This design comes from an exercise in tuning for small area, a short achievable clock period and few clock cycles per item on the open sky130 flow, not from production work. Only simulation tests tie the RTL to the original design; equivalence was not proved.

## dual_wheel_incremental_pid_drive
module dual_wheel_incremental_pid_drive #(
	parameter int TICK_BITS = dwpid_pkg::TICK_BITS
) (
	input  logic                        clk,
	input  logic                        arst_n,
	input  logic                        psel,
	input  logic                        penable,
	input  logic                        pwrite,
	input  logic [4:0]                  paddr,
	input  logic [31:0]                 pwdata,
	output logic [31:0]                 prdata,
	output logic                        pready,
	input  logic                        in_valid,
	output logic                        in_stall,
	input  logic [2:0]                  cmd,
	input  logic signed [15:0]          speed,
	input  logic signed [TICK_BITS-1:0] left_ticks,
	input  logic signed [TICK_BITS-1:0] right_ticks,
	output logic                        out_valid,
	input  logic                        out_stall,
	output logic [15:0]                 left_duty,
	output logic [1:0]                  left_dir,
	output logic [15:0]                 right_duty,
	output logic [1:0]                  right_dir,
	output logic signed [15:0]          left_speed,
	output logic signed [15:0]          right_speed,
	output logic signed [31:0]          left_odometry,
	output logic signed [31:0]          right_odometry
);
Size in the first run: about 20000 cells after synthesis, about 1800 flip-flops, ~0.20 mm^2 of cells after synthesis.
Settings: LEC_CHECK=0, CAP_MARGIN=20, CORE_MARGIN=2, CORE_UTILIZATION=55, SETUP_SLACK_MARGIN=5, SLEW_MARGIN=20; clock period 12.0 ns.
run.sh (not shown) runs the stock make flow with config.mk's settings and CLKGATE_MAP_FILE= SYNTH_SCRIPT=/design/flow/synth_recipe.tcl, a recipe that flattens the netlist after the stock synthesis.
The baseline ran to the end with no violations.
Testbench counts at the start, summed over its fixed seeds: cycles 2,128, items 2,048.
Edit:
--- a/flow/config.mk
+++ b/flow/config.mk
@@ -9,4 +9,3 @@
 export CORE_MARGIN = 2
-export CORE_UTILIZATION = 55
-export SETUP_SLACK_MARGIN = 5
+export CORE_UTILIZATION = 40
 export SLEW_MARGIN = 20
Via count falls by 1.0%.
Setup slack loses 1900 ps.
Wire length fell by 1.3%.
Area after synthesis is unchanged.
Cell area came out lower by 2.4%.
First-iteration DRC count rises by 1.3%.
Global-route usage shrinks by 8.6 points.
Non-clock buffer count falls by 340.

dual_wheel_incremental_pid_drive, a different RTL version from the one above (not shown whole).
Size: roughly 16000 cells after synthesis, ~1400 flip-flops, ~260 I/O pins, about 170000 µm² of cells after synthesis.
## dual_wheel_incremental_pid_drive
module dual_wheel_incremental_pid_drive #(
	parameter int TICK_BITS = dwpid_pkg::TICK_BITS
) (
	input  logic                        clk,
	input  logic                        arst_n,
	input  logic                        psel,
	input  logic                        penable,
	input  logic                        pwrite,
	input  logic [4:0]                  paddr,
	input  logic [31:0]                 pwdata,
	output logic [31:0]                 prdata,
	output logic                        pready,
	input  logic                        in_valid,
	output logic                        in_stall,
	input  logic [2:0]                  cmd,
	input  logic signed [15:0]          speed,
	input  logic signed [TICK_BITS-1:0] left_ticks,
	input  logic signed [TICK_BITS-1:0] right_ticks,
	output logic                        out_valid,
	input  logic                        out_stall,
	output logic [15:0]                 left_duty,
	output logic [1:0]                  left_dir,
	output logic [15:0]                 right_duty,
	output logic [1:0]                  right_dir,
	output logic signed [15:0]          left_speed,
	output logic signed [15:0]          right_speed,
	output logic signed [31:0]          left_odometry,
	output logic signed [31:0]          right_odometry
);
==> flow/config.mk <==
export PLATFORM = sky130hd
export DESIGN_NAME = dual_wheel_incremental_pid_drive
export DESIGN_NICKNAME = dual_wheel_incremental_pid_drive
export VERILOG_FILES = /design/flow/design.v
export SDC_FILE = /design/flow/constraint.sdc
export NUM_CORES = 4
export LEC_CHECK = 0
export CAP_MARGIN = 20
export CORE_MARGIN = 2
export CORE_UTILIZATION = 65
export SLEW_MARGIN = 20
==> flow/constraint.sdc <==
create_clock -name core_clock -period 12.0 [get_ports {clk}]
set_input_delay 2.4000 -clock core_clock [delete_from_list [all_inputs] [get_ports {clk}]]
set_output_delay 2.4000 -clock core_clock [all_outputs]
set_load 0.01 [all_outputs]
standard.sh (not shown) runs the stock make flow with config.mk's settings and CLKGATE_MAP_FILE= SYNTH_SCRIPT=/design/flow/synth_recipe.tcl, a recipe that flattens the netlist after the stock synthesis.
==> flow/flow/run.sh <==
#!/bin/bash
set -o pipefail
export SETUP_SLACK_MARGIN=5.6
export TNS_END_PERCENT=10
bash standard.sh > standard.log 2>&1
The baseline finished clean.
Testbench counts at the start, summed over its fixed seeds: cycles 2,112, items 2,048.
Next try:
==> flow/run.sh (new file) <==
#!/bin/bash
# synth_recipe.tcl (not shown) runs the flow's synth.tcl, then flattens the netlist and writes it again
# the make line also repeats each setting of config.mk as NAME=value (left out here)
make -C /OpenROAD-flow-scripts/flow DESIGN_CONFIG=/design/flow/config.mk WORK_HOME=/design/flow/orfs CLKGATE_MAP_FILE= SYNTH_SCRIPT=/design/flow/synth_recipe.tcl finish
- CORE_UTILIZATION: 65 -> 55
- SETUP_SLACK_MARGIN: unset -> 5
removed: flow/flow/run.sh
removed: flow/standard.sh
Result: The changed run went through all stages and came out clean; wire length came out lower by a few percent; cell count came out higher by a few percent; hold slack is better by 0.040 ns; clock skew came out higher by 0.010 ns.
Next try:
==> flow/flow/run.sh (new file) <==
#!/bin/bash
set -o pipefail
export SETUP_SLACK_MARGIN=5.8
export TNS_END_PERCENT=10
bash standard.sh > standard.log 2>&1
==> flow/standard.sh (new file) <==
#!/bin/bash
# synth_recipe.tcl (not shown) runs the flow's synth.tcl, then flattens the netlist and writes it again
# the make line also repeats each setting of config.mk as NAME=value (left out here)
make -C /OpenROAD-flow-scripts/flow DESIGN_CONFIG=/design/flow/config.mk WORK_HOME=/design/flow/orfs CLKGATE_MAP_FILE= SYNTH_SCRIPT=/design/flow/synth_recipe.tcl "${@:-finish}"
- SETUP_SLACK_MARGIN: 5 -> unset
removed: flow/run.sh
Result: Flip-flop and latch count is unchanged. Routed wire length is higher by a few percent. Cell count went up slightly. Utilization rose by 1.3 points. Critical path depth went down by 6. Clock-buffer cell count does not change. Non-clock buffer count came out higher by 217. Sequential share of layout area decreases by 0.42 points.

dual_wheel_incremental_pid_drive again, from the RTL that the note above started with.
Design dual_wheel_incremental_pid_drive, start of the top module:
module dual_wheel_incremental_pid_drive #(
	parameter int TICK_BITS = dwpid_pkg::TICK_BITS
) (
	input  logic                        clk,
	input  logic                        arst_n,
	input  logic                        psel,
	input  logic                        penable,
	input  logic                        pwrite,
	input  logic [4:0]                  paddr,
	input  logic [31:0]                 pwdata,
	output logic [31:0]                 prdata,
	output logic                        pready,
	input  logic                        in_valid,
	output logic                        in_stall,
	input  logic [2:0]                  cmd,
	input  logic signed [15:0]          speed,
	input  logic signed [TICK_BITS-1:0] left_ticks,
	input  logic signed [TICK_BITS-1:0] right_ticks,
	output logic                        out_valid,
	input  logic                        out_stall,
	output logic [15:0]                 left_duty,
	output logic [1:0]                  left_dir,
	output logic [15:0]                 right_duty,
	output logic [1:0]                  right_dir,
	output logic signed [15:0]          left_speed,
	output logic signed [15:0]          right_speed,
	output logic signed [31:0]          left_odometry,
	output logic signed [31:0]          right_odometry
);
clock: 12.0 ns
lec_check: 0
cap_margin: 20
core_margin: 2
core_utilization: 55
slew_margin: 20
==> flow/flow/run.sh <==
#!/bin/bash
set -o pipefail
export SETUP_SLACK_MARGIN=5.6
export TNS_END_PERCENT=10
bash standard.sh > standard.log 2>&1
Testbench counts at the start, summed over its fixed seeds: cycles 2,112, items 2,048.
Next try:
==> flow/flow/run.sh (replaced) <==
#!/bin/bash
set -o pipefail
export SETUP_SLACK_MARGIN=6.0
export TNS_END_PERCENT=5
bash standard.sh > standard.log 2>&1
Outcome: Global-route usage rises by 0.40 points; synthesized area does not change; first-iteration DRC count falls by about 3%.

== old ==
dual_wheel_incremental_pid_drive, a different RTL version from the one above (not shown whole).
Size in the first run: roughly 20000 cells after synthesis, roughly 260 I/O pins, about 190000 um2 of cells after synthesis.
==> flow/config.mk <==
export PLATFORM = sky130hd
export DESIGN_NAME = dual_wheel_incremental_pid_drive
export DESIGN_NICKNAME = dual_wheel_incremental_pid_drive
export VERILOG_FILES = /design/flow/design.v
export SDC_FILE = /design/flow/constraint.sdc
export NUM_CORES = 4
export LEC_CHECK = 0
export CAP_MARGIN = 20
export CORE_MARGIN = 2
export CORE_UTILIZATION = 55
export SLEW_MARGIN = 20
==> flow/constraint.sdc <==
create_clock -name core_clock -period 12.0 [get_ports {clk}]
set_input_delay 2.4000 -clock core_clock [delete_from_list [all_inputs] [get_ports {clk}]]
set_output_delay 2.4000 -clock core_clock [all_outputs]
set_load 0.01 [all_outputs]
==> flow/flow/run.sh <==
#!/bin/bash
set -o pipefail
export SETUP_SLACK_MARGIN=6.5
bash standard.sh > standard.log 2>&1
Testbench counts of old, summed over its fixed seeds: cycles 2,152, items 2,048.
The following lists how new was set up differently from old:
- SETUP_SLACK_MARGIN: unset -> 5
==> flow/run.sh (new file) <==
#!/bin/bash
# synth_recipe.tcl (not shown) runs the flow's synth.tcl, then flattens the netlist and writes it again
# the make line also repeats each setting of config.mk as NAME=value (left out here)
make -C /OpenROAD-flow-scripts/flow DESIGN_CONFIG=/design/flow/config.mk WORK_HOME=/design/flow/orfs CLKGATE_MAP_FILE= SYNTH_SCRIPT=/design/flow/synth_recipe.tcl finish
removed: flow/flow/run.sh
removed: flow/standard.sh
Notes after the runs:
new vs old, worst setup path startpoint: sh_q[1]$_DFF_P_ vs g1_q[7]$_DFF_P_
Compared with old, sum of met2 wire segment lengths after detailed routing in new decreased by a little under 10%.
new against old: detailed-router iteration count before antenna repair increased by 1 relative to the old numbers, worst setup slack lost 0.086 ns, critical path depth increased about 12%.
As far as synthesized area goes, old and new are indistinguishable; the numbers are identical.
new vs old: fraction of area in clock buffers and inverters up in new
On synthesized cell count, new tracks old almost exactly.
Going from old to new, the maximum fanout along the worst path was found to have gone down by 10.

== build 31 ==
Another version of the RTL of dual_wheel_incremental_pid_drive (not shown whole).
For scale: ~16000 cells after synthesis, about 1400 flip-flops, about 260 I/O pins, ~0.17 mm² of cells after synthesis.
==> flow/config.mk <==
export PLATFORM = sky130hd
export DESIGN_NAME = dual_wheel_incremental_pid_drive
export DESIGN_NICKNAME = dual_wheel_incremental_pid_drive
export VERILOG_FILES = /design/flow/design.v
export SDC_FILE = /design/flow/constraint.sdc
export NUM_CORES = 4
export LEC_CHECK = 0
export CAP_MARGIN = 20
export CORE_MARGIN = 2
export CORE_UTILIZATION = 55
export SLEW_MARGIN = 20
==> flow/constraint.sdc <==
create_clock -name core_clock -period 12.0 [get_ports {clk}]
set_input_delay 2.4000 -clock core_clock [delete_from_list [all_inputs] [get_ports {clk}]]
set_output_delay 2.4000 -clock core_clock [all_outputs]
set_load 0.01 [all_outputs]
==> flow/flow/run.sh <==
#!/bin/bash
set -o pipefail
export SETUP_SLACK_MARGIN=5.6
export TNS_END_PERCENT=10
bash standard.sh > standard.log 2>&1
Build 31 completed; timing, DRC and antenna clean
Testbench counts of build 31, summed over its fixed seeds: cycles 2,112, items 2,048.
#### Input delta (build 13 over build 31)
- putting SETUP_SLACK_MARGIN at 5 where nothing was set
==> flow/run.sh (new file) <==
#!/bin/bash
# synth_recipe.tcl (not shown) runs the flow's synth.tcl, then flattens the netlist and writes it again
# the make line also repeats each setting of config.mk as NAME=value (left out here)
make -C /OpenROAD-flow-scripts/flow DESIGN_CONFIG=/design/flow/config.mk WORK_HOME=/design/flow/orfs CLKGATE_MAP_FILE= SYNTH_SCRIPT=/design/flow/synth_recipe.tcl finish
removed: flow/flow/run.sh
removed: flow/standard.sh
[diff] via count, build 13 relative to build 31: improvement. Row layout-stage area growth over the synthesis result: build 13 lower / build 31 higher. Each of the runs, namely build 31 and build 13, reached the end of the flow and came out clean. Diff build 31 -> build 13: final net count -0.61%; wire length lost 6.5 mm. Going from build 31 to build 13, timing-limited maximum frequency shrank slightly.
Inputs modified between build 13 and build 24:
- putting TNS_END_PERCENT at 10 where nothing was set
## What came out
- Every run (build 13 and build 24) finished clean.
- Taking build 13 as 1.0, build 24 lands at 1.14 on critical path depth.
- Cmp build 13 and build 24 / worst path setup slack after routing / higher: build 13
- Number of vias in the routed layout delta (build 13 -> build 24): insignificant
- The run showing the smaller buffers inserted during post-CTS setup optimization is build 24.
Relative to build 24, the following input files were edited for build 39:
- changing CORE_UTILIZATION from 55 to 60
- removing TNS_END_PERCENT (formerly 10)
- setting PLACE_DENSITY to 0.7 for the first time
Results
- Build 39 reached the final stage; the timing, DRC and antenna checks on its layout passed.
- Going from build 24 to build 39, post-route standard cell area excluding fillers about even; share of post-route cells with drive strength above 1 ~0 delta; net count reported at finish now sits at about the same level.

Another version of the RTL of dual_wheel_incremental_pid_drive (not shown whole).
For scale: about 17000 cells after synthesis, roughly 260 I/O pins, about 180000 um^2 of cells after synthesis.
Design dual_wheel_incremental_pid_drive, start of the top module:
module dual_wheel_incremental_pid_drive #(
	parameter int TICK_BITS = dwpid_pkg::TICK_BITS
) (
	input  logic                        clk,
	input  logic                        arst_n,
	input  logic                        psel,
	input  logic                        penable,
	input  logic                        pwrite,
	input  logic [4:0]                  paddr,
	input  logic [31:0]                 pwdata,
	output logic [31:0]                 prdata,
	output logic                        pready,
	input  logic                        in_valid,
	output logic                        in_stall,
	input  logic [2:0]                  cmd,
	input  logic signed [15:0]          speed,
	input  logic signed [TICK_BITS-1:0] left_ticks,
	input  logic signed [TICK_BITS-1:0] right_ticks,
	output logic                        out_valid,
	input  logic                        out_stall,
	output logic [15:0]                 left_duty,
	output logic [1:0]                  left_dir,
	output logic [15:0]                 right_duty,
	output logic [1:0]                  right_dir,
	output logic signed [15:0]          left_speed,
	output logic signed [15:0]          right_speed,
	output logic signed [31:0]          left_odometry,
	output logic signed [31:0]          right_odometry
);
clock: 12.0 ns
lec_check: 0
cap_margin: 20
core_margin: 2
core_utilization: 55
setup_slack_margin: 5
slew_margin: 20
run.sh (not shown) runs the stock make flow with config.mk's settings and CLKGATE_MAP_FILE= SYNTH_SCRIPT=/design/flow/synth_recipe.tcl, a recipe that flattens the netlist after the stock synthesis.
Stock flow here: none of the scripts above is used.
Testbench counts at the start, summed over its fixed seeds: cycles 2,112, items 2,048.
Change:
==> flow/flow/run.sh (new file) <==
#!/bin/bash
set -o pipefail
export SETUP_SLACK_MARGIN=5.8
bash standard.sh > standard.log 2>&1
==> flow/standard.sh (new file) <==
#!/bin/bash
# synth_recipe.tcl (not shown) runs the flow's synth.tcl, then flattens the netlist and writes it again
# the make line also repeats each setting of config.mk as NAME=value (left out here)
make -C /OpenROAD-flow-scripts/flow DESIGN_CONFIG=/design/flow/config.mk WORK_HOME=/design/flow/orfs CLKGATE_MAP_FILE= SYNTH_SCRIPT=/design/flow/synth_recipe.tcl "${@:-finish}"
Settings changed: SETUP_SLACK_MARGIN 5 to default.
removed: flow/run.sh
Effect: The new run passed the timing, DRC and antenna checks. Count of clock-buffer cells in the layout fell by 1. Via count rose slightly. Die area stays the same. Routed wire length rose slightly. Cell area rose by a few percent. Area after synthesis is unchanged. Final cell count rose slightly. Global-route usage rose by 0.46 points. Worst setup slack improved by 98 ps.

Another version of the RTL of dual_wheel_incremental_pid_drive (not shown whole).
For scale: ~20,000 cells after synthesis, about 260 I/O pins, about 0.20 sq mm of cells after synthesis.
Settings: LEC_CHECK=0, CAP_MARGIN=20, CORE_MARGIN=2, CORE_UTILIZATION=55, SETUP_SLACK_MARGIN=5, SLEW_MARGIN=20; clock period 12.0 ns.
Stock flow here: none of the scripts above is used.
The first run finished with timing, DRC and antenna clean.
Testbench counts at the start, summed over its fixed seeds: cycles 2,152, items 2,048.
Rerun with:
Settings changed: CORE_UTILIZATION 55 to 70.
The changed run completed without violations.
Routed wire length came out lower by about 2.2%.
Final area went down by about 1.1%.
Critical path depth goes down by 1.
Synthesized area does not change.
Synthesized cell count is unchanged.
Setup slack is worse by 0.11 ns.
Maximum frequency shrinks by 1.5%.
Die area goes down by about 21%.
First-iteration DRC count rose by about 27%.
Hold slack improved by 0.0093 ns.

==> afterwards: timing with drivers on the ports <==
The results above use ideal ports. As a check the final layouts listed here were re-extracted and re-timed, cells and wires unchanged.
Step 1 (the two cells are an assumption about what drives the block):
set clk [get_ports {clk}]
set_driving_cell -lib_cell sky130_fd_sc_hd__clkbuf_16 $clk
set_driving_cell -lib_cell sky130_fd_sc_hd__buf_2 [delete_from_list [all_inputs] $clk]
Step 2 moves the port delays by t, midway between the first and last clock arrival at a register: inputs arrive t later, outputs are due t later. That takes back most of the time a late clock gives input paths.
Slacks: ideal / step 1 / step 2; pairs: ideal / step 1.
| run | t, ns | setup WS [ns] | worst hold slack (ns) | latest minus earliest clock arrival (ns) | worst slew at a driven data input, ns |
|---|---|---|---|---|---|
| the first run of note 1 | 1.036 | 3.382 / 3.382 / 3.382 | 0.347 / 0.347 / 0.347 | 0.097 / 0.097 | 0.11 |
| the second run of note 1 | 1.047 | 1.479 / 1.479 / 1.479 | 0.359 / 0.359 / 0.359 | 0.127 / 0.127 | 0.24 |
| the first run of note 2 | 0.961 | 5.462 / 5.462 / 5.462 | 0.361 / 0.361 / 0.361 | 0.090 / 0.090 | 0.29 |
| the second run of note 2 | 0.968 | 5.174 / 5.174 / 5.174 | 0.402 / 0.402 / 0.402 | 0.113 / 0.112 | 0.30 |
| the third run of note 2 | 0.969 | 5.588 / 5.588 / 5.588 | 0.405 / 0.405 / 0.405 | 0.107 / 0.108 | 0.30 |
| the first run of note 3 | 0.968 | 5.556 / 5.556 / 5.556 | 0.403 / 0.403 / 0.403 | 0.113 / 0.113 | 0.30 |
| the second run of note 3 | 0.966 | 5.581 / 5.581 / 5.581 | 0.404 / 0.404 / 0.404 | 0.110 / 0.110 | 0.30 |
| old | 1.028 | 5.252 / 5.252 / 5.252 | 0.360 / 0.360 / 0.360 | 0.097 / 0.097 | 0.18 |
| new | 1.037 | 5.166 / 5.166 / 5.166 | 0.347 / 0.347 / 0.347 | 0.100 / 0.100 | 0.22 |
| build 31 | 0.945 | 5.411 / 5.411 / 5.411 | 0.399 / 0.399 / 0.399 | 0.081 / 0.080 | 0.29 |
| build 13 | 0.951 | 5.292 / 5.292 / 5.292 | 0.399 / 0.399 / 0.399 | 0.082 / 0.082 | 0.30 |
| build 24 | 0.950 | 5.051 / 5.051 / 5.051 | 0.399 / 0.399 / 0.399 | 0.079 / 0.079 | 0.29 |
| build 39 | 0.955 | 5.220 / 5.220 / 5.220 | 0.397 / 0.397 / 0.397 | 0.077 / 0.077 | 0.12 |
| the first run of note 6 | 0.994 | 5.264 / 5.264 / 5.264 | 0.376 / 0.376 / 0.376 | 0.088 / 0.088 | 0.38 |
| the second run of note 6 | 0.977 | 5.362 / 5.362 / 5.362 | 0.408 / 0.408 / 0.408 | 0.083 / 0.082 | 0.21 |
| the first run of note 7 | 1.050 | 5.260 / 5.260 / 5.260 | 0.348 / 0.348 / 0.348 | 0.148 / 0.149 | 0.21 |
| the second run of note 7 | 1.020 | 5.154 / 5.154 / 4.862 | 0.358 / 0.358 / 0.358 | 0.133 / 0.133 | 0.19 |
After both steps every run listed still meets setup and hold. The setup slack of the second run of note 7, which loses most, moves by 0.000 ns with the drivers and by -0.292 ns with both steps.
